This is an optimization exercise on Yosys and OpenROAD, whose aim is small area, a short achievable clock period and few clock cycles per item, not a production implementation. RTL that was checked went through simulation tests only; none was proved equivalent to the original. Power figures rest on the tool's default switching activity, not on a simulated workload.

==> module life_cell_automaton_stencil, before the edit <==
module life_cell_automaton_stencil #(
    parameter int unsigned COLS_LIMIT = 512,
    parameter int unsigned MAX_ROWS   = 512
) (
    input  logic                       i_clk,
    input  logic                       i_rst_n,
    input  logic                       i_cfg_we,
    input  logic [1:0]                 i_cfg_index,
    input  logic [lcas_pkg::CFG_W-1:0] i_cfg_data,
    input  logic                       i_cell_valid,
    output logic                       o_cell_stall,
    input  logic                       i_cell_alive,
    output logic                       o_res_valid,
    input  logic                       i_res_stall,
    output logic                       o_next_alive,
    output logic                       o_tile_last
);
    logic [9:0]                  cfg_eff;
    logic                        wr_cols;
    logic                        wr_rows;
    logic [9:0]                  new_cols;
    logic [9:0]                  new_rows;
    logic [9:0]                  r_cols;
    logic [9:0]                  r_rows;
    logic                        short_len;
    logic                        long_len;
    logic [7:0]                  cols_m1;
    logic [7:0]                  cols_m7;
    logic [lcas_pkg::SEGS-1:0]   r_sel;
    logic                        r_short;
    logic                        restart;
    logic                        accept;
    logic                        r_valid;
    logic                        r_alive;
    logic                        r_stall;
    logic                        inflight;
    logic                        push;
    logic                        pop;
    logic [1:0]                  push_res;
    logic [1:0]                  head_res;
    logic                        q_empty;
    logic [lcas_pkg::QCNT_W-1:0] q_count;
    logic [31:0]                 q_base;
    logic                        stall_eq;
    logic                        stall_up;
    logic                        stall_dn;
    assign cfg_eff = (i_cfg_data == '0) ? 10'd1 :
                     (i_cfg_data > 10'(COLS_LIMIT)) ? 10'(COLS_LIMIT) : i_cfg_data;
    assign wr_cols = i_cfg_we && (i_cfg_index == lcas_pkg::CFG_COLS);
    assign wr_rows = i_cfg_we && (i_cfg_index == lcas_pkg::CFG_ROWS);
    assign restart = wr_cols || wr_rows;
    assign new_cols = wr_cols ? cfg_eff : r_cols;
    assign new_rows = wr_rows ? cfg_eff : r_rows;
    always_ff @(posedge i_clk) begin
        if (!i_rst_n) begin
            r_cols <= 10'd320;
            r_rows <= 10'd320;
        end else begin
            r_cols <= new_cols;
            r_rows <= new_rows;
        end
    end
    assign short_len = (r_cols <= 10'd8);
    assign long_len  = (r_cols >= 10'd263);
    assign cols_m1   = r_cols[7:0] - 8'd1;
    assign cols_m7   = r_cols[7:0] - 8'd7;
    always_ff @(posedge i_clk) begin
        r_short <= short_len;
        r_sel   <= {long_len, (short_len || long_len) ? cols_m1 : cols_m7};
    end
    assign accept       = i_cell_valid && !r_stall;
    assign o_cell_stall = r_stall;
    assign q_base   = 32'(q_count) + 32'(push) + 32'(inflight);
    assign stall_eq = q_base >= 32'(lcas_pkg::QUEUE_DEPTH);
    assign stall_up = q_base >= 32'(lcas_pkg::QUEUE_DEPTH - 1);
    assign stall_dn = q_base >= 32'(lcas_pkg::QUEUE_DEPTH + 1);
    always_ff @(posedge i_clk) begin
        if (!i_rst_n) begin
            r_valid <= 1'b0;
            r_stall <= 1'b0;
        end else begin
            r_valid <= accept;
            if (pop) begin
                r_stall <= accept ? stall_eq : stall_dn;
            end else begin
                r_stall <= accept ? stall_up : stall_eq;
            end
        end
        r_alive <= i_cell_alive;
    end
    lcas_front u_front (
        .i_clk     (i_clk),
        .i_rst_n   (i_rst_n),
        .i_restart (restart),
        .i_sel     (r_sel),
        .i_short   (r_short),
        .i_cols    (r_cols),
        .i_rows    (r_rows),
        .i_restart_cols(new_cols),
        .i_restart_rows(new_rows),
        .i_valid   (r_valid),
        .i_alive   (r_alive),
        .o_inflight(inflight),
        .o_push    (push),
        .o_res     (push_res)
    );
    lcas_queue u_queue (
        .i_clk       (i_clk),
        .i_rst_n     (i_rst_n),
        .i_push      (push),
        .i_data      (push_res),
        .i_pop       (pop),
        .o_data      (head_res),
        .o_empty     (q_empty),
        .o_count     (q_count)
    );
    lcas_back u_back (
        .i_clk       (i_clk),
        .i_rst_n     (i_rst_n),
        .i_empty     (q_empty),
        .i_res       (head_res),
        .o_pop       (pop),
        .o_res_valid (o_res_valid),
        .i_res_stall (i_res_stall),
        .o_next_alive(o_next_alive),
        .o_tile_last (o_tile_last)
    );
endmodule
clock: 6.5 ns
lec_check: 0
abc_clock_period_in_ps: 2400
cap_margin: 20
core_margin: 2
core_utilization: 60
cts_cluster_diameter: 70
cts_cluster_size: 30
setup_slack_margin: 4.1
slew_margin: 20
standard.sh (not shown) runs the stock make flow with config.mk's settings and CLKGATE_MAP_FILE= SYNTH_SCRIPT=/design/flow/synth_recipe.tcl, a recipe that flattens the netlist after the stock synthesis.
==> flow/flow/run.sh <==
#!/bin/bash
# The standard layout, with two changes to the resizer's choices: port buffers
# are sky130_fd_sc_hd__buf_4 cells (the default choice may be a delay cell), and
# gate sizing may swap a cell for one of another footprint.
set -euo pipefail
bash standard.sh MATCH_CELL_FOOTPRINT=0 \
    "BUFFER_PORTS_ARGS=-buffer_cell sky130_fd_sc_hd__buf_4" \
    finish > flow_make.log 2>&1
Testbench counts at the start, summed over its fixed seeds: cycles 105,437, items 93,099.
==> next run, changes <==
--- a/flow/design.v
+++ b/flow/design.v
@@ -315,14 +315,12 @@
     end
     assign short_len = (r_cols <= 10'd8);
     assign long_len  = (r_cols >= 10'd263);
     assign cols_m1   = r_cols[7:0] - 8'd1;
     assign cols_m7   = r_cols[7:0] - 8'd7;
-    always_ff @(posedge i_clk) begin
-        r_short <= short_len;
-        r_sel   <= {long_len, (short_len || long_len) ? cols_m1 : cols_m7};
-    end
+    assign r_short = short_len;
+    assign r_sel   = {long_len, (short_len || long_len) ? cols_m1 : cols_m7};
     assign accept       = i_cell_valid && !r_stall;
     assign o_cell_stall = r_stall;
     assign q_base   = 32'(q_count) + 32'(push) + 32'(inflight);
     assign stall_eq = q_base >= 32'(lcas_pkg::QUEUE_DEPTH);
     assign stall_up = q_base >= 32'(lcas_pkg::QUEUE_DEPTH - 1);
=> Synthesized cell count falls by 0.71%; non-clock buffer count climbs by 8; die area came out lower by 0.37%; design area is about the same; routed wire length came out higher by 2.1%; total power went down by 0.83%; hold slack improves by 0.0052 ns; global-route usage is higher by 0.75 points; clock-buffer cell count rises by 3; via count shrinks by 0.46%.
Function not checked in the second run of this note: the RTL went through the layout flow alone.

-- separate check: timing with driven ports --
The results above use ideal ports. As a check the final layouts listed here were re-extracted and re-timed, cells and wires unchanged. Step 1 sets driving cells, clkbuf_16 on the clock port and buf_2 on the other inputs (assumed; they add their load-dependent delay and slew). Step 2 also shifts input and output timing later by t, the mid clock arrival at the registers, as if the neighbouring blocks saw the same clock. Slacks: ideal / step 1 / step 2; pairs: ideal / step 1.
run	shift t [ns]	slack for setup (ns)	worst hold slack (ns)	pins driven straight from the clock port
the first run	0.674	4.114 / 4.053 / 3.538	0.411 / 0.411 / 0.411	1
the second run	0.676	3.770 / 3.770 / 3.587	0.416 / 0.416 / 0.416	1
After both steps every run listed still meets setup and hold. The setup slack of the first run, which loses most, moves by -0.061 ns with the drivers and by -0.576 ns with both steps.
